Background: an optimization exercise with open tools, aiming at small area and a short achievable clock period. Do not read the settings as production practice. The RTL was checked by simulation tests, not by an equivalence proof against the original design. Power and IR drop assume default switching activity.

$ cat design/flow/config.mk
export PLATFORM = sky130hd
export DESIGN_NAME = circular_deque
export DESIGN_NICKNAME = circular_deque
export VERILOG_FILES = /design/flow/design.v
export SDC_FILE = /design/flow/constraint.sdc
export NUM_CORES = 4
export LEC_CHECK = 0
export CAP_MARGIN = 20
export CORE_MARGIN = 2
export CORE_UTILIZATION = 40
export CTS_CLUSTER_DIAMETER = 100
export CTS_CLUSTER_SIZE = 25
export SETUP_SLACK_MARGIN = 1.6
export SLEW_MARGIN = 20
$ cat design/flow/design.v
package cdq_pkg;
    localparam int SLOTS  = 16;
    localparam int ELEM_W = 32;
    localparam int NCELL  = SLOTS - 1;
    localparam int CNT_W  = $clog2(SLOTS);
    localparam logic [CNT_W-1:0] CNT_MAX = CNT_W'(NCELL);
    localparam logic [2:0] OP_PUSH_BACK  = 3'd0;
    localparam logic [2:0] OP_PUSH_FRONT = 3'd1;
    localparam logic [2:0] OP_POP_FRONT  = 3'd2;
    localparam logic [2:0] OP_POP_BACK   = 3'd3;
    localparam logic [2:0] OP_PEEK_FRONT = 3'd4;
    localparam logic [2:0] OP_PEEK_BACK  = 3'd5;
    localparam logic [2:0] OP_CLEAR      = 3'd6;
    localparam logic [1:0] ST_DONE  = 2'd0;
    localparam logic [1:0] ST_EMPTY = 2'd1;
    localparam logic [1:0] ST_FULL  = 2'd2;
    typedef logic [ELEM_W-1:0] t_elem;
endpackage
module circular_deque (
    input  logic                          i_clk,
    input  logic                          i_rst_n,
    input  logic                          i_valid,
    output logic                          o_ready,
    input  logic [2:0]                    i_opcode,
    input  logic [cdq_pkg::ELEM_W-1:0]    i_value,
    output logic                          o_valid,
    input  logic                          i_ready,
    output logic [1:0]                    o_status,
    output logic [cdq_pkg::ELEM_W-1:0]    o_read_value,
    output logic [cdq_pkg::CNT_W-1:0]     o_count,
    output logic                          o_is_empty,
    output logic                          o_is_full
);
    localparam int N = cdq_pkg::NCELL;
    localparam int W = cdq_pkg::ELEM_W;
    cdq_pkg::t_elem            mem [N];
    logic [N-1:0]              r_head;    
    logic [N-1:0]              r_tail;    
    logic [N-1:0]              head_m1, head_p1, tail_m1, tail_p1;
    logic [cdq_pkg::CNT_W-1:0] r_count;
    logic [cdq_pkg::CNT_W-1:0] n_count;
    logic                      n_empty, n_full;
    logic                      r_empty, r_full;
    logic                      r_valid;
    logic [1:0]                r_status;
    logic [1:0]                n_status;
    logic [cdq_pkg::CNT_W-1:0] r_out_count;
    logic                      r_out_empty, r_out_full;
    cdq_pkg::t_elem            r_rd;
    cdq_pkg::t_elem            n_rd;
    logic                      in_acc;
    logic                      push_b, push_f, pop_f, pop_b, rd_any, clr;
    assign o_ready = ~r_valid | i_ready;
    assign in_acc  = i_valid & o_ready;
    assign head_m1 = {r_head[0], r_head[N-1:1]};
    assign head_p1 = {r_head[N-2:0], r_head[N-1]};
    assign tail_m1 = {r_tail[0], r_tail[N-1:1]};
    assign tail_p1 = {r_tail[N-2:0], r_tail[N-1]};
    always_comb begin
        push_b   = 1'b0;
        push_f   = 1'b0;
        pop_f    = 1'b0;
        pop_b    = 1'b0;
        rd_any   = 1'b0;
        clr      = 1'b0;
        n_status = cdq_pkg::ST_DONE;
        case (i_opcode)
            cdq_pkg::OP_PUSH_BACK:  if (r_full) n_status = cdq_pkg::ST_FULL; else push_b = 1'b1;
            cdq_pkg::OP_PUSH_FRONT: if (r_full) n_status = cdq_pkg::ST_FULL; else push_f = 1'b1;
            cdq_pkg::OP_POP_FRONT:  if (r_empty) n_status = cdq_pkg::ST_EMPTY; else begin pop_f = 1'b1; rd_any = 1'b1; end
            cdq_pkg::OP_POP_BACK:   if (r_empty) n_status = cdq_pkg::ST_EMPTY; else begin pop_b = 1'b1; rd_any = 1'b1; end
            cdq_pkg::OP_PEEK_FRONT: if (r_empty) n_status = cdq_pkg::ST_EMPTY; else rd_any = 1'b1;
            cdq_pkg::OP_PEEK_BACK:  if (r_empty) n_status = cdq_pkg::ST_EMPTY; else rd_any = 1'b1;
            cdq_pkg::OP_CLEAR:      clr = 1'b1;
            default: ;
        endcase
    end
    always_comb begin
        n_count = r_count;
        if (clr) n_count = '0;
        else if (push_b | push_f) n_count = r_count + 1'b1;
        else if (pop_f | pop_b) n_count = r_count - 1'b1;
    end
    assign n_empty = (n_count == '0);
    assign n_full  = (n_count == cdq_pkg::CNT_MAX);
    cdq_pkg::t_elem front_acc [N+1];
    cdq_pkg::t_elem rear_acc  [N+1];
    assign front_acc[0] = '0;
    assign rear_acc[0]  = '0;
    for (genvar g = 0; g < N; g++) begin : g_rd
        assign front_acc[g+1] = front_acc[g] | (mem[g] & {W{r_head[g]}});
        assign rear_acc[g+1]  = rear_acc[g]  | (mem[g] & {W{tail_m1[g]}});
    end
    assign n_rd = (i_opcode[0] ? rear_acc[N] : front_acc[N]) & {W{rd_any}};
    for (genvar g = 0; g < N; g++) begin : g_slot
        always_ff @(posedge i_clk) begin
            if (!r_full && (head_m1[g] || r_tail[g])) mem[g] <= i_value;
        end
    end
    always_ff @(posedge i_clk) begin
        if (!i_rst_n) begin
            r_head  <= {{(N-1){1'b0}}, 1'b1};
            r_tail  <= {{(N-1){1'b0}}, 1'b1};
            r_count <= '0;
            r_empty <= 1'b1;
            r_full  <= 1'b0;
            r_valid <= 1'b0;
            r_status    <= cdq_pkg::ST_DONE;
            r_rd        <= '0;
            r_out_count <= '0;
            r_out_empty <= 1'b1;
            r_out_full  <= 1'b0;
        end else begin
            if (in_acc) begin
                r_count <= n_count;
                r_empty <= n_empty;
                r_full  <= n_full;
                r_valid <= 1'b1;
                if (push_f) r_head <= head_m1;
                else if (pop_f) r_head <= head_p1;
                if (clr) r_tail <= r_head;
                else if (push_b) r_tail <= tail_p1;
                else if (pop_b) r_tail <= tail_m1;
            end else if (i_ready) begin
                r_valid <= 1'b0;
            end
            if (o_ready) begin
                r_status    <= n_status;
                r_rd        <= n_rd;
                r_out_count <= n_count;
                r_out_empty <= n_empty;
                r_out_full  <= n_full;
            end
        end
    end
    assign o_valid      = r_valid;
    assign o_status     = r_status;
    assign o_read_value = r_rd;
    assign o_count      = r_out_count;
    assign o_is_empty   = r_out_empty;
    assign o_is_full    = r_out_full;
endmodule
$ cat design/flow/constraint.sdc
create_clock -name core_clock -period 3.2 [get_ports {i_clk}]
set_input_delay 0.6400 -clock core_clock [delete_from_list [all_inputs] [get_ports {i_clk}]]
set_output_delay 0.6400 -clock core_clock [all_outputs]
set_load 0.01 [all_outputs]
$ cat design/flow/run.sh
#!/bin/bash
# synth_recipe.tcl (not shown) runs the flow's synth.tcl, then flattens the netlist and writes it again
# the make line also repeats each setting of config.mk as NAME=value (left out here)
make -C /OpenROAD-flow-scripts/flow DESIGN_CONFIG=/design/flow/config.mk WORK_HOME=/design/flow/orfs CLKGATE_MAP_FILE= SYNTH_SCRIPT=/design/flow/synth_recipe.tcl finish
==> results of run 1 <==
report_power, final:
part           switching [mW]  total (mW)  internal, mW  leakage [nW]
logic                    1.07        1.76         0.698          4.37
registers               0.209        8.41          8.20          5.12
clock network            2.37        4.07          1.70         0.393
total                    3.65        14.2          10.6          9.89
routing by layer:
layer	share of wire, %	wire, um
met1	35	34700
met2	42	41580
met3	16	15370
met4	6.3	6182
met5	0.0092	9
worst paths after layout:
path | cells past startpoint | startpoint | endpoint | slack, ns
worst min register to register | 2 | r_rd[6] | r_rd[6] | 0.47
worst min-delay path | 2 | r_rd[6] | r_rd[6] | 0.47
worst max-delay path | 6 | r_count[0] | r_out_empty | 1.30
worst max register to register | 6 | r_count[0] | r_out_empty | 1.30
registers in the layout, indices dropped and copies added (netlist names):
register / cells
r_out_empty: 1
r_out_full: 1
r_out_count: 4
r_count: 4
r_rd: 32
r_empty: 1
r_full: 1
r_head: 15
r_status: 2
r_tail: 15
r_valid: 1
mem: 480
synthesized netlist by cell type, types with 7 or more instances:
master and instances:
nor2b_1 12, o211a_1 14, buf_2 36, and4_1 24, a21oi_1 34, clkbuf_1 81, dfxtp_1 77, edfxtp_1 480
a211oi_1 15, a32oi_1 7, mux2i_1 19, o21ai_0 15, nor2_1 33, nand4_1 81, a22oi_1 246, o211ai_1 25
a221oi_1 95, nand2_1 126, a21boi_0 33, o22ai_2 9, buf_1 38, a22o_1 109, nand3_1 28
cells by family after synthesis:
group,Yosys count,share of synthesized area [%]
AOI/OAI and AO/OA,621,20.90
xor gates and xnor gates,1,0.03734
adders and majority gates,2,0.1066
buffers and inverters,168,3.056
DFF,557,68.01
muxes,19,0.8107
and+or+nand+nor,319,7.077
timing repair:
item                                    4_1_cts  5_1_grt
gates cloned                                 10        2
pin swaps                                    80       80
endpoints found under the setup margin      588      177
setup buffers                               160       36
gates resized for setup                     433      115
cells in the final DEF, fill, tap and decap left out, types with 14 or more instances in the layout:
cell type,instances
and4_1,24
clkbuf_16,28
clkbuf_1,15
edfxtp_1,480
a221oi_2,52
buf_6,86
o211ai_1,25
dfxtp_4,34
a21oi_1,33
a22oi_1,241
buf_12,49
nand4_1,81
o211a_1,14
a21boi_1,30
a221oi_1,42
nand2_1,113
dfxtp_2,42
buf_4,165
buf_16,15
nand3_1,28
nor2_4,32
a22o_1,109
clkdlybuf4s50_1,33
worst reg2reg max path, cell delays in order (launching register included):
cell and delay, ns:
dfxtp_4 0.37, inv_4 0.04, ha_4 0.24, or4_4 0.41, o221a_4 0.13, or3_4 0.40, o311ai_2 0.22
layout make-up:
class	count	area, um2	area share [%]
diodes	2	5.005	0.01664
clock buffers	42	732.0	2.434
clock inverters	6	83.83	0.2787
inverters	5	23.77	0.07904
multi-input cells	965	7858	26.13
flip-flops and latches	557	16140	53.65
well taps	765	957.2	3.182
repair buffers	370	4282	14.24
metrics by stage:
stage / hold WS (ns) / power, mW / utilization [%] / std cells / instance area (um2)
after detailed placement: 0.4505 / 9.848 / 44.37 / 2454 / 25650
after CTS: 0.4649 / 14.04 / 50.58 / 2672 / 29240
after floorplan: 0.4561 / 9.228 / - / 1687 / 24410
final: 0.4650 / 14.24 / 52.03 / 2712 / 30080
after global routing: 0.4846 / 14.56 / 52.02 / 2710 / 30070
after global placement: 0.4524 / 9.824 / 44.37 / 2454 / 25650
==> results.cfg, run 1 <==
[clocking]
hold_buffers = 0
cts_buffers = 27
cts.htree.levels = 1
cts_tree = done
clk_pin_slew_ns = 0.10
cts_sinks = 557
clock_path_buffers = 3
insertion_delay_ns = 0.62
root_buffer = clkbuf_16

[synth]
synth_edf_count = 480
syn_area_um2 = 23460
synthesis.nets = 1728
ys_warn_count = 4
ys.flop_type = edfxtp_1
synthArstFlopShare_pct = 0
syn_inst = 1687
synth_area_leader_cell = edfxtp_1
synth_seq_cells = 557
synthDistinctLibCells = 52
ys_seq_area_share_pct = 68.01
netlist.area_leader.share_pct = 61.44
syn_avg_cell_area_um2 = 13.91
synth_top_cells_by_area = edfxtp_1 61%, a22oi_1 7.9%, dfxtp_1 6.6%

[timing]
period_needed_ns = 1.900
period_share_pct = 59.36
rsz0062_at_grt = true
setup_viol = 0
setup_ws_ns = 1.300
slew_viol_final = 0
tightest_slew_ns = 0.7766
final.setup.tns_ns = 0
hold_violations = 0
skew_ns = 0.02485
fmax_mhz = 526.4
relSlewSlack_pct = 48.23

[worst_hold_path]
hold_path.class = reg -> reg

[floorplanning]
die_w_um = 246.2
die_area_um2 = 60600
rows = 88
core_um2 = 57810
io_pins = 81
fp.dieH_um = 246.2
initial_core_util_pct = 40.58

[grt]
grt_overflow = 0
grt_pass1_wl_um = 134400
grt_usage_pct = 31.26
grt_max_degree = 43
busiest_layer = met2
met1_usage_pct = 42.28
antenna_found_initial = 2
met3_usage_pct = 9.259
grt_util_met2_pct = 45.93
grt_pass1_vias = 18071

[pwr]
leakagePower_nw = 9.888
power_density_nw_per_um2 = 473.6
vdd_drop_max_v = 0.0004401

[drt]
vias_per_cell = 7.122
ant_nets = 0
initialDrtViolationCount = 3498
wl_per_cell_um = 36.08
drc = 0
via_count = 19316
routed_wl_um = 97840
drt-pass1-iter-count = 8

[place]
hpwlAfterDp_um = 46240
dp_slack_ns = 0.3312
gp_congestion = 0.8548
portBuffers = 80

[worst_setup_path]
crit_family = simple AND/OR/NAND/NOR gates
cp-end-kind = flop
cp_max_fo = 3
cp.required_ns = 3.72
slowest_delay_ns = 0.41
crit_arrival_ns = 2.42
crit_type = reg -> reg
cpMaxStageDelayCell = or4_4
start_kind = flop
path_cells = inv_4 > ha_4 > or4_4 > o221a_4 > or3_4 > o311ai_2
path_buf_inv = 1

[run_status]
status = complete, no violations

[layout]
layout-drive-gt1-share_pct = 31.62
nNetsFinal = 1967
nFillCells = 4639
syn_to_final_growth_pct = 28.20

[flow_run]
drv_cap = 0
==> inputs of run 2 (changes only) <==
--- a/design/flow/design.v
+++ b/design/flow/design.v
@@ -37,20 +37,24 @@
     logic [N-1:0]              r_head;    
     logic [N-1:0]              r_tail;    
     logic [N-1:0]              head_m1, head_p1, tail_m1, tail_p1;
+    logic [N-1:0]              n_head, n_tail;
+    logic [N-1:0]              r_wr_en;   
     logic [cdq_pkg::CNT_W-1:0] r_count;
     logic [cdq_pkg::CNT_W-1:0] n_count;
     logic                      n_empty, n_full;
     logic                      r_empty, r_full;
     logic                      r_valid;
+    logic                      r_idle;     
     logic [1:0]                r_status;
     logic [1:0]                n_status;
     logic [cdq_pkg::CNT_W-1:0] r_out_count;
     logic                      r_out_empty, r_out_full;
     cdq_pkg::t_elem            r_rd;
     cdq_pkg::t_elem            n_rd;
+    logic [N-1:0]              rd_sel;
     logic                      in_acc;
     logic                      push_b, push_f, pop_f, pop_b, rd_any, clr;
-    assign o_ready = ~r_valid | i_ready;
+    assign o_ready = r_idle | i_ready;
     assign in_acc  = i_valid & o_ready;
     assign head_m1 = {r_head[0], r_head[N-1:1]};
     assign head_p1 = {r_head[N-2:0], r_head[N-1]};
@@ -83,46 +87,58 @@
     end
     assign n_empty = (n_count == '0);
     assign n_full  = (n_count == cdq_pkg::CNT_MAX);
-    cdq_pkg::t_elem front_acc [N+1];
-    cdq_pkg::t_elem rear_acc  [N+1];
-    assign front_acc[0] = '0;
-    assign rear_acc[0]  = '0;
+    assign rd_sel = i_opcode[0] ? tail_m1 : r_head;
+    cdq_pkg::t_elem rd_acc [N+1];
+    assign rd_acc[0] = '0;
     for (genvar g = 0; g < N; g++) begin : g_rd
-        assign front_acc[g+1] = front_acc[g] | (mem[g] & {W{r_head[g]}});
-        assign rear_acc[g+1]  = rear_acc[g]  | (mem[g] & {W{tail_m1[g]}});
+        assign rd_acc[g+1] = rd_acc[g] | (mem[g] & {W{rd_sel[g]}});
     end
-    assign n_rd = (i_opcode[0] ? rear_acc[N] : front_acc[N]) & {W{rd_any}};
+    assign n_rd = rd_acc[N] & {W{rd_any}};
+    always_comb begin
+        n_head = r_head;
+        n_tail = r_tail;
+        if (in_acc) begin
+            if (push_f) n_head = head_m1;
+            else if (pop_f) n_head = head_p1;
+            if (clr) n_tail = r_head;
+            else if (push_b) n_tail = tail_p1;
+            else if (pop_b) n_tail = tail_m1;
+        end
+    end
     for (genvar g = 0; g < N; g++) begin : g_slot
         always_ff @(posedge i_clk) begin
-            if (!r_full && (head_m1[g] || r_tail[g])) mem[g] <= i_value;
+            if (r_wr_en[g]) mem[g] <= i_value;
         end
     end
     always_ff @(posedge i_clk) begin
         if (!i_rst_n) begin
             r_head  <= {{(N-1){1'b0}}, 1'b1};
             r_tail  <= {{(N-1){1'b0}}, 1'b1};
+            r_wr_en <= {1'b1, {(N-2){1'b0}}, 1'b1};
             r_count <= '0;
             r_empty <= 1'b1;
             r_full  <= 1'b0;
             r_valid <= 1'b0;
+            r_idle  <= 1'b1;
             r_status    <= cdq_pkg::ST_DONE;
             r_rd        <= '0;
             r_out_count <= '0;
             r_out_empty <= 1'b1;
             r_out_full  <= 1'b0;
         end else begin
+            r_head  <= n_head;
+            r_tail  <= n_tail;
+            if (in_acc ? n_full : r_full) r_wr_en <= '0;
+            else r_wr_en <= {n_head[0], n_head[N-1:1]} | n_tail;
             if (in_acc) begin
                 r_count <= n_count;
                 r_empty <= n_empty;
                 r_full  <= n_full;
                 r_valid <= 1'b1;
-                if (push_f) r_head <= head_m1;
-                else if (pop_f) r_head <= head_p1;
-                if (clr) r_tail <= r_head;
-                else if (push_b) r_tail <= tail_p1;
-                else if (pop_b) r_tail <= tail_m1;
+                r_idle  <= 1'b0;
             end else if (i_ready) begin
                 r_valid <= 1'b0;
+                r_idle  <= 1'b1;
             end
             if (o_ready) begin
                 r_status    <= n_status;
==> design/flow/flow/run.sh (new file) <==
#!/bin/bash
# Standard layout, except that the port buffers are plain buffers
# (buf_2) instead of the delay buffer buffer_ports picks by default.
set -o pipefail
export BUFFER_PORTS_ARGS="-buffer_cell sky130_fd_sc_hd__buf_2"
bash standard.sh > standard.log 2>&1
==> design/flow/standard.sh (new file) <==
#!/bin/bash
# synth_recipe.tcl (not shown) runs the flow's synth.tcl, then flattens the netlist and writes it again
# the make line also repeats each setting of config.mk as NAME=value (left out here)
make -C /OpenROAD-flow-scripts/flow DESIGN_CONFIG=/design/flow/config.mk WORK_HOME=/design/flow/orfs CLKGATE_MAP_FILE= SYNTH_SCRIPT=/design/flow/synth_recipe.tcl "${@:-finish}"
--- a/design/flow/config.mk
+++ b/design/flow/config.mk
@@ -10,5 +10,5 @@
 export CORE_UTILIZATION = 40
 export CTS_CLUSTER_DIAMETER = 100
 export CTS_CLUSTER_SIZE = 25
-export SETUP_SLACK_MARGIN = 1.6
+export SETUP_SLACK_MARGIN = 1.3
 export SLEW_MARGIN = 20
removed: design/flow/run.sh
==> run 2 against run 1 <==
Compared with the run above:
- non-clock buffer count fell by 164
- clock skew is 0.0061 ns lower
- via count down 28%
- fmax fell by 4.4%
- first-iteration DRC count shrank 33%
- total power is 3.8% lower
- count of clock-buffer cells in the layout decreased by 2
- critical path type unchanged
- critical endpoint is now r_wr_en[13]
- largest cell class unchanged
==> results.cfg, run 2 <==
[layout]
top_regs = mem: 480 flops, r_rd: 32 flops
largest_reg_flops = 480
syn_to_final_growth_pct = 18.41
layout-drive-gt1-share_pct = 27.33
layout_common_cells = 480 x edfxtp_1, 154 x a22oi_1, 91 x buf_4
nNetsFinal = 1526
top_register = mem
nFillCells = 4472
final_common_cell = edfxtp_1

[timing]
fmax_mhz = 503.1
rsz0062_at_grt = true
tightest_slew_ns = 1.166
hold_violations = 0
period_needed_ns = 1.988
skew_ns = 0.01879
setup_viol = 0
final.setup.tns_ns = 0
slew_viol_final = 0
period_share_pct = 62.11
relSlewSlack_pct = 22.25

[drt]
via_count = 13882
routed_wl_um = 69570
initialDrtViolationCount = 2335
drt-pass1-iter-count = 6
drc = 0
ant_nets = 0
wl_per_cell_um = 31.77
vias_per_cell = 6.339

[worst_setup_path]
slowest_delay_ns = 0.41
start_kind = flop
cpMaxStageDelayCell = dfxtp_4
crit_type = reg -> reg
crit_family = compound AO/OA/AOI/OAI gates
cp.required_ns = 3.72
crit_arrival_ns = 2.51
cp-end-kind = flop
cp_max_fo = 8
path_buf_inv = 1
path_cells = inv_4 > ha_4 > nor3_2 > a31oi_1 > o221ai_2 > nor2_2 > a32o_2 > o21ba_2

[grt]
busiest_layer = met2
grt_max_degree = 47
grt_pass1_wl_um = 94790
grt_overflow = 0
antenna_found_initial = 3
grt_pass1_vias = 12875
met3_usage_pct = 3.769
grt_util_met2_pct = 38.92
met1_usage_pct = 34.93
grt_usage_pct = 24.35

[floorplanning]
initial_core_util_pct = 40.38
io_pins = 81
die_w_um = 234.1
core_um2 = 52450
die_area_um2 = 54810
rows = 84
fp.dieH_um = 234.1

[synth]
synth_seq_cells = 573
synth_area_leader_cell = edfxtp_1
syn_inst = 1316
syn_avg_cell_area_um2 = 16.09
ys_seq_area_share_pct = 76.85
ys.flop_type = edfxtp_1
synthArstFlopShare_pct = 0
synthDistinctLibCells = 55
ys_top_cells_by_count = 480 x edfxtp_1, 159 x a22oi_1, 93 x dfxtp_1
syn_area_um2 = 21180
ys_warn_count = 3
synth_top_cells_by_area = edfxtp_1 68%, dfxtp_1 8.8%, a22oi_1 5.6%
yosysMostFrequentCell = edfxtp_1
netlist.area_leader.share_pct = 68.06
synth_edf_count = 480
synthesis.nets = 1357

[place]
gp_congestion = 0.7862
portBuffers = 80
hpwlAfterDp_um = 32120

[clocking]
clk_pin_slew_ns = 0.11
hold_buffers = 0
cts_sinks = 573
cts.htree.levels = 1
cts_tree = done
cts_buffers = 27
root_buffer = clkbuf_16
insertion_delay_ns = 0.62
clock_path_buffers = 3

[pwr]
vdd_drop_max_v = 0.0005190
power_density_nw_per_um2 = 546.6
totalPowerFinal_mw = 13.71
leakagePower_nw = 8.336

[run_status]
status = complete, no violations

[flow_run]
drv_cap = 0

[worst_hold_path]
hold_path.class = in -> reg
[run 2: changes by cell type in the layout (fill, tap and decap cells not counted), moves of 32 or more]
cell	previous run	this run
a22o_1	109	18
nand2_1	113	60
buf_12	49	16
nand3_1	28	63
a22oi_1	241	154
buf_2	3	78
nand4_1	81	14
a221oi_1	42	4
buf_6	86	10
a221oi_2	52	14
buf_4	165	91
clkdlybuf4s50_1	33	0
a222oi_1	0	32
dfxtp_1	1	44
[run 2: metrics by stage]
stage	instance area [um2]	setup slack, ns	instances	hold WS (ns)	util (%)
2_1_floorplan	21570	1.049	1316	0.4481	-
3_5_place_dp	22650	0.2145	2047	0.4416	43.19
4_1_cts	24510	1.258	2155	0.2641	46.73
6_report	25080	1.212	2190	0.2774	47.82
5_1_grt	25070	1.163	2188	0.2837	47.81
3_3_place_gp	22620	0.2394	2046	0.4372	43.13
[run 2: kinds of logic after synthesis]
group	share of synthesized area [%]
AOI/OAI and AO/OA	13.61
xor gates and xnor gates	0.08272
adders and majority gates	0.1181
buffers and inverters	1.985
DFF	76.85
muxes	2.239
and+or+nand+nor	5.122
[run 2: power by group]
group	total, mW	internal [mW]	leakage [nW]	switching [mW]
logic	1.07	0.394	2.72	0.681
clock network	3.98	1.65	0.380	2.33
registers	8.65	8.40	5.24	0.252
total	13.7	10.4	8.34	3.26
[run 2: path summary, 6_finish.rpt]
check | to | slack (ns) | cells after the start | from
hold / removal | r_idle | 0.28 | 2 | i_valid
hold reg to reg | r_rd[9] | 0.45 | 2 | r_rd[9]
setup / recovery | r_wr_en[13] | 1.21 | 8 | r_count[1]
setup reg to reg | r_wr_en[13] | 1.21 | 8 | r_count[1]
[run 2: timing repair]
action,4_1_cts,5_1_grt
resized for setup,71,73
gates cloned,16,7
setup endpoints to repair,75,54
pin swaps,18,32
buffers inserted,48,26
[run 2: layout make-up]
class	count	area, um2	share of cell area (%)
Antenna cell	2	5.005	0.01996
Clock buffer	40	745.7	2.973
Clock inverter	4	52.55	0.2095
Inverter	9	36.28	0.1447
Multi-Input combinational cell	668	5220	20.81
Sequential cell	573	16380	65.33
Tap cell	688	860.8	3.432
Timing Repair Buffer	206	1774	7.074
[run 2: per-layer routing]
layer	wire length, um	part of all wire [%]
met1	27420	39
met2	32300	46
met3	7651	11
met4	2171	3.1
met5	24	0.034
==> inputs of run 3 (changes only) <==
--- a/design/flow/design.v
+++ b/design/flow/design.v
@@ -34,11 +34,10 @@
     localparam int N = cdq_pkg::NCELL;
     localparam int W = cdq_pkg::ELEM_W;
     cdq_pkg::t_elem            mem [N];
-    logic [N-1:0]              r_head;    
-    logic [N-1:0]              r_tail;    
-    logic [N-1:0]              head_m1, head_p1, tail_m1, tail_p1;
-    logic [N-1:0]              n_head, n_tail;
-    logic [N-1:0]              r_wr_en;   
+    logic [3:0]                r_head;    
+    logic [3:0]                r_tail;    
+    logic [3:0]                head_inc, head_dec, tail_inc, tail_dec;
+    logic [N-1:0]              head_oh, tail_oh, head_m1, tail_m1;
     logic [cdq_pkg::CNT_W-1:0] r_count;
     logic [cdq_pkg::CNT_W-1:0] n_count;
     logic                      n_empty, n_full;
@@ -56,10 +55,16 @@
     logic                      push_b, push_f, pop_f, pop_b, rd_any, clr;
     assign o_ready = r_idle | i_ready;
     assign in_acc  = i_valid & o_ready;
-    assign head_m1 = {r_head[0], r_head[N-1:1]};
-    assign head_p1 = {r_head[N-2:0], r_head[N-1]};
-    assign tail_m1 = {r_tail[0], r_tail[N-1:1]};
-    assign tail_p1 = {r_tail[N-2:0], r_tail[N-1]};
+    assign head_inc = (r_head == 4'(N - 1)) ? 4'd0 : r_head + 4'd1;
+    assign head_dec = (r_head == 4'd0) ? 4'(N - 1) : r_head - 4'd1;
+    assign tail_inc = (r_tail == 4'(N - 1)) ? 4'd0 : r_tail + 4'd1;
+    assign tail_dec = (r_tail == 4'd0) ? 4'(N - 1) : r_tail - 4'd1;
+    for (genvar g = 0; g < N; g++) begin : g_dec
+        assign head_oh[g] = (r_head == 4'(g));
+        assign tail_oh[g] = (r_tail == 4'(g));
+    end
+    assign head_m1 = {head_oh[0], head_oh[N-1:1]};
+    assign tail_m1 = {tail_oh[0], tail_oh[N-1:1]};
     always_comb begin
         push_b   = 1'b0;
         push_f   = 1'b0;
@@ -87,34 +92,22 @@
     end
     assign n_empty = (n_count == '0);
     assign n_full  = (n_count == cdq_pkg::CNT_MAX);
-    assign rd_sel = i_opcode[0] ? tail_m1 : r_head;
+    assign rd_sel = i_opcode[0] ? tail_m1 : head_oh;
     cdq_pkg::t_elem rd_acc [N+1];
     assign rd_acc[0] = '0;
     for (genvar g = 0; g < N; g++) begin : g_rd
         assign rd_acc[g+1] = rd_acc[g] | (mem[g] & {W{rd_sel[g]}});
     end
     assign n_rd = rd_acc[N] & {W{rd_any}};
-    always_comb begin
-        n_head = r_head;
-        n_tail = r_tail;
-        if (in_acc) begin
-            if (push_f) n_head = head_m1;
-            else if (pop_f) n_head = head_p1;
-            if (clr) n_tail = r_head;
-            else if (push_b) n_tail = tail_p1;
-            else if (pop_b) n_tail = tail_m1;
-        end
-    end
     for (genvar g = 0; g < N; g++) begin : g_slot
         always_ff @(posedge i_clk) begin
-            if (r_wr_en[g]) mem[g] <= i_value;
+            if (!r_full && (head_m1[g] || tail_oh[g])) mem[g] <= i_value;
         end
     end
     always_ff @(posedge i_clk) begin
         if (!i_rst_n) begin
-            r_head  <= {{(N-1){1'b0}}, 1'b1};
-            r_tail  <= {{(N-1){1'b0}}, 1'b1};
-            r_wr_en <= {1'b1, {(N-2){1'b0}}, 1'b1};
+            r_head  <= '0;
+            r_tail  <= '0;
             r_count <= '0;
             r_empty <= 1'b1;
             r_full  <= 1'b0;
@@ -126,16 +119,17 @@
             r_out_empty <= 1'b1;
             r_out_full  <= 1'b0;
         end else begin
-            r_head  <= n_head;
-            r_tail  <= n_tail;
-            if (in_acc ? n_full : r_full) r_wr_en <= '0;
-            else r_wr_en <= {n_head[0], n_head[N-1:1]} | n_tail;
             if (in_acc) begin
                 r_count <= n_count;
                 r_empty <= n_empty;
                 r_full  <= n_full;
                 r_valid <= 1'b1;
                 r_idle  <= 1'b0;
+                if (push_f) r_head <= head_dec;
+                else if (pop_f) r_head <= head_inc;
+                if (clr) r_tail <= r_head;
+                else if (push_b) r_tail <= tail_inc;
+                else if (pop_b) r_tail <= tail_dec;
             end else if (i_ready) begin
                 r_valid <= 1'b0;
                 r_idle  <= 1'b1;
--- a/design/flow/config.mk
+++ b/design/flow/config.mk
@@ -10,5 +10,5 @@
 export CORE_UTILIZATION = 40
 export CTS_CLUSTER_DIAMETER = 100
 export CTS_CLUSTER_SIZE = 25
-export SETUP_SLACK_MARGIN = 1.3
+export SETUP_SLACK_MARGIN = 1.45
 export SLEW_MARGIN = 20
==> run 3 against run 2 <==
Compared with the run above:
- final cell count up 5.2%
- cell area grew 9.8%
- critical path depth unchanged
- total power is 2.6% lower
- synthesized area down 3.7%
==> results.cfg, run 3 <==
[synth]
synth_edf_count = 480
syn_avg_cell_area_um2 = 15.82
syn_area_um2 = 20390
ys_top_cells_by_count = 480 x edfxtp_1, 189 x a22oi_1, 155 x nand2_1
ys_seq_area_share_pct = 76.19
synth_area_leader_cell = edfxtp_1
synthesis.nets = 1340
synth_top_cells_by_area = edfxtp_1 71%, a22oi_1 7.0%, dfxtp_1 5.5%
syn_inst = 1289
yosysMostFrequentCell = edfxtp_1
synthDistinctLibCells = 69
ys.flop_type = edfxtp_1
synthArstFlopShare_pct = 0
ys_warn_count = 3
netlist.area_leader.share_pct = 70.69
synth_seq_cells = 536

[worst_setup_path]
rrSetupSlack_ns = 1.04
crit_type = reg -> reg
critPathCapture = r_rd[28]
start_kind = flop
cp_max_fo = 5
crit_start = r_head[0]
cp.required_ns = 3.69
cp-end-kind = flop
crit_arrival_ns = 2.66
rr_worst_depth = 8
r2r_start = r_head[0]
r2r_end = r_rd[28]

[layout]
layout_common_cells = 480 x edfxtp_1, 151 x nand2_1, 133 x a22oi_1
syn_to_final_growth_pct = 35.04
instances_no_fill = 2304
layout-drive-gt1-share_pct = 36.76
num_antenna_cells = 0
top_regs = mem: 480 flops, r_rd: 32 flops
finalInstanceArea_um2 = 27540
final_common_cell = edfxtp_1
largest_reg_flops = 480
nFillCells = 3855
nNetsFinal = 1664
top_register = mem

[clocking]
clk_pin_slew_ns = 0.10
cts_sinks = 536
insertion_delay_ns = 0.61
clock_path_buffers = 3
cts_tree = done
cts_buffers = 26
cts.htree.levels = 1
root_buffer = clkbuf_16

[place]
dp_slack_ns = 0.4970
gp_congestion = 0.8318
hpwlAfterDp_um = 31140
portBuffers = 80
dp.cells = 2012
placed_cell_area_um2 = 22360

[grt]
grt_pass1_vias = 13241
grt_max_degree = 33
antenna_found_initial = 3
grt_usage_pct = 24.93
grt_pass1_wl_um = 95400
grt_overflow = 0

[drt]
drc = 0
drt-pass1-iter-count = 8
via_count = 14517
ant_nets = 0
initialDrtViolationCount = 2134
routed_wl_um = 74190
vias_per_cell = 6.301
wl_per_cell_um = 32.20

[timing]
period_share_pct = 67.57
relSlewSlack_pct = 55.44
tightest_slew_ns = 0.6624
hold_violations = 0
period_needed_ns = 2.162
final.setup.tns_ns = 0
fmax_mhz = 462.5
skew_ns = 0.03001
setup_ws_ns = 1.038
slew_viol_final = 0
setup_viol = 0
rsz0062_at_grt = true

[floorplanning]
core_um2 = 50270
rows = 82
initial_core_util_pct = 40.56
io_pins = 81
die_w_um = 229.8
fp.dieH_um = 229.8
die_area_um2 = 52800

[pwr]
power_frac_comb_pct = 11.6
vdd_drop_max_v = 0.0004477
seqPwrFrac_pct = 59.6
leakagePower_nw = 9.388
p_int_mw = 10.11
power_density_nw_per_um2 = 484.9
clockPowerShare_pct = 28.7
switching_share_pct = 24.26
switchingPower_mw = 3.239

[flow_run]
drv_cap = 0

[run_status]
status = complete, no violations

[worst_hold_path]
hold_path.class = in -> reg
## run 3: cell type report
type | count | area, um2 | share of cell area (%)
tap | 672 | 840.8 | 3.054
clock inverter | 4 | 61.31 | 0.2227
inverter | 13 | 68.82 | 0.2499
multi-input combinational | 665 | 5458 | 19.82
clock buffer | 43 | 714.4 | 2.595
sequential | 536 | 15630 | 56.78
timing repair buffer | 371 | 4758 | 17.28
## run 3: worst min-delay path by stage
| stage | start | end | cells past startpoint |
|---|---|---|---|
| finish | i_valid | r_idle | 2 |
| global route | i_valid | r_idle | 2 |
| CTS | i_valid | r_idle | 2 |
| detailed placement | r_out_count[0] | r_out_count[0] | 2 |
| global placement | r_out_count[3] | r_out_count[3] | 2 |
| floorplan | r_count[3] | r_count[3] | 2 |
## run 3: logic make-up after synthesis
group	count (synthesis)	share of synthesized area, %
buf+inv	95	2.123
mux	4	0.2025
simple gates	264	6.234
compound gates	377	14.48
flops	536	76.19
fa+ha+maj	12	0.7363
xor+xnor	1	0.04296
## run 3: through the flow
stage / hold slack (ns) / power (mW) / util, %
finish: 0.2644 / 13.35 / 54.77
global route: 0.2779 / 13.64 / 54.77
CTS: 0.2490 / 13.05 / 51.52
detailed placement: 0.4573 / 9.067 / 44.48
global placement: 0.4489 / 9.045 / 44.48
floorplan: 0.4562 / 8.611 / -
## run 3: timing repair
action / CTS / global route
endpoints found under the hold margin: 0 / 0
hold buffers: 0 / 0
cloned: 32 / 28
gates resized for setup: 204 / 120
pin swaps: 60 / 74
endpoints found under the setup margin: 557 / 512
buffers inserted: 138 / 47
## run 3: metal layers
metal,up-vias,GRT usage (%),part of all wire [%]
li1,5893,-,-
met1,7285,34.63,37
met2,1090,40.49,46
met3,245,4.241,12
met4,4,7.218,5.4
met5,-,0,0.031
## run 3: worst max-delay path, cell delays in order, from the launching register on
cell and delay [ns]:
dfxtp_4 0.39, buf_12 0.13, ha_4 0.16, nor2b_4 0.15, a32o_4 0.39, clkbuf_16 0.22, a22oi_1 0.15, nand4_1 0.12
o31a_1 0.31
## run 3: power groups by stage
stage                     sequential, mW  clock (mW)  combinational (mW)
after floorplan                     8.11           0               0.497
after global placement              8.12           0               0.923
after detailed placement            8.13           0               0.935
after CTS                           7.96        3.83                1.25
after global routing                7.98        4.07                1.59
final                               7.96        3.84                1.55

static timing again, ports no longer ideal:
In the flow no input, the clock included, has a driving cell. The finished layouts below were timed again as built, in two steps.
Step 1, drivers: a clkbuf_16 drives i_clk and a buf_2 each remaining input, both assumed.
Step 2 times the ports against the registers' clock, not the clock port: input delays grow and output delays shrink by t, the midpoint of the rising clock arrivals with the driver on.
Three values: ideal ports, drivers, drivers and shift; two values: the first two.
run	t, ns	setup slack, ns	worst setup path at the end	slew at the worst register clock pin (ns)
run 1	0.674	1.300 / 1.239 / 0.851	input to register	0.11 / 0.11
run 2	0.663	1.212 / 1.200 / 0.537	input to register	0.11 / 0.11
run 3	0.657	1.038 / 1.038 / 0.444	input to register	0.11 / 0.11
After both steps every run listed still meets setup and hold. For run 2, which loses most, drivers alone change the setup slack by -0.012 ns; drivers and shift together by -0.675 ns.
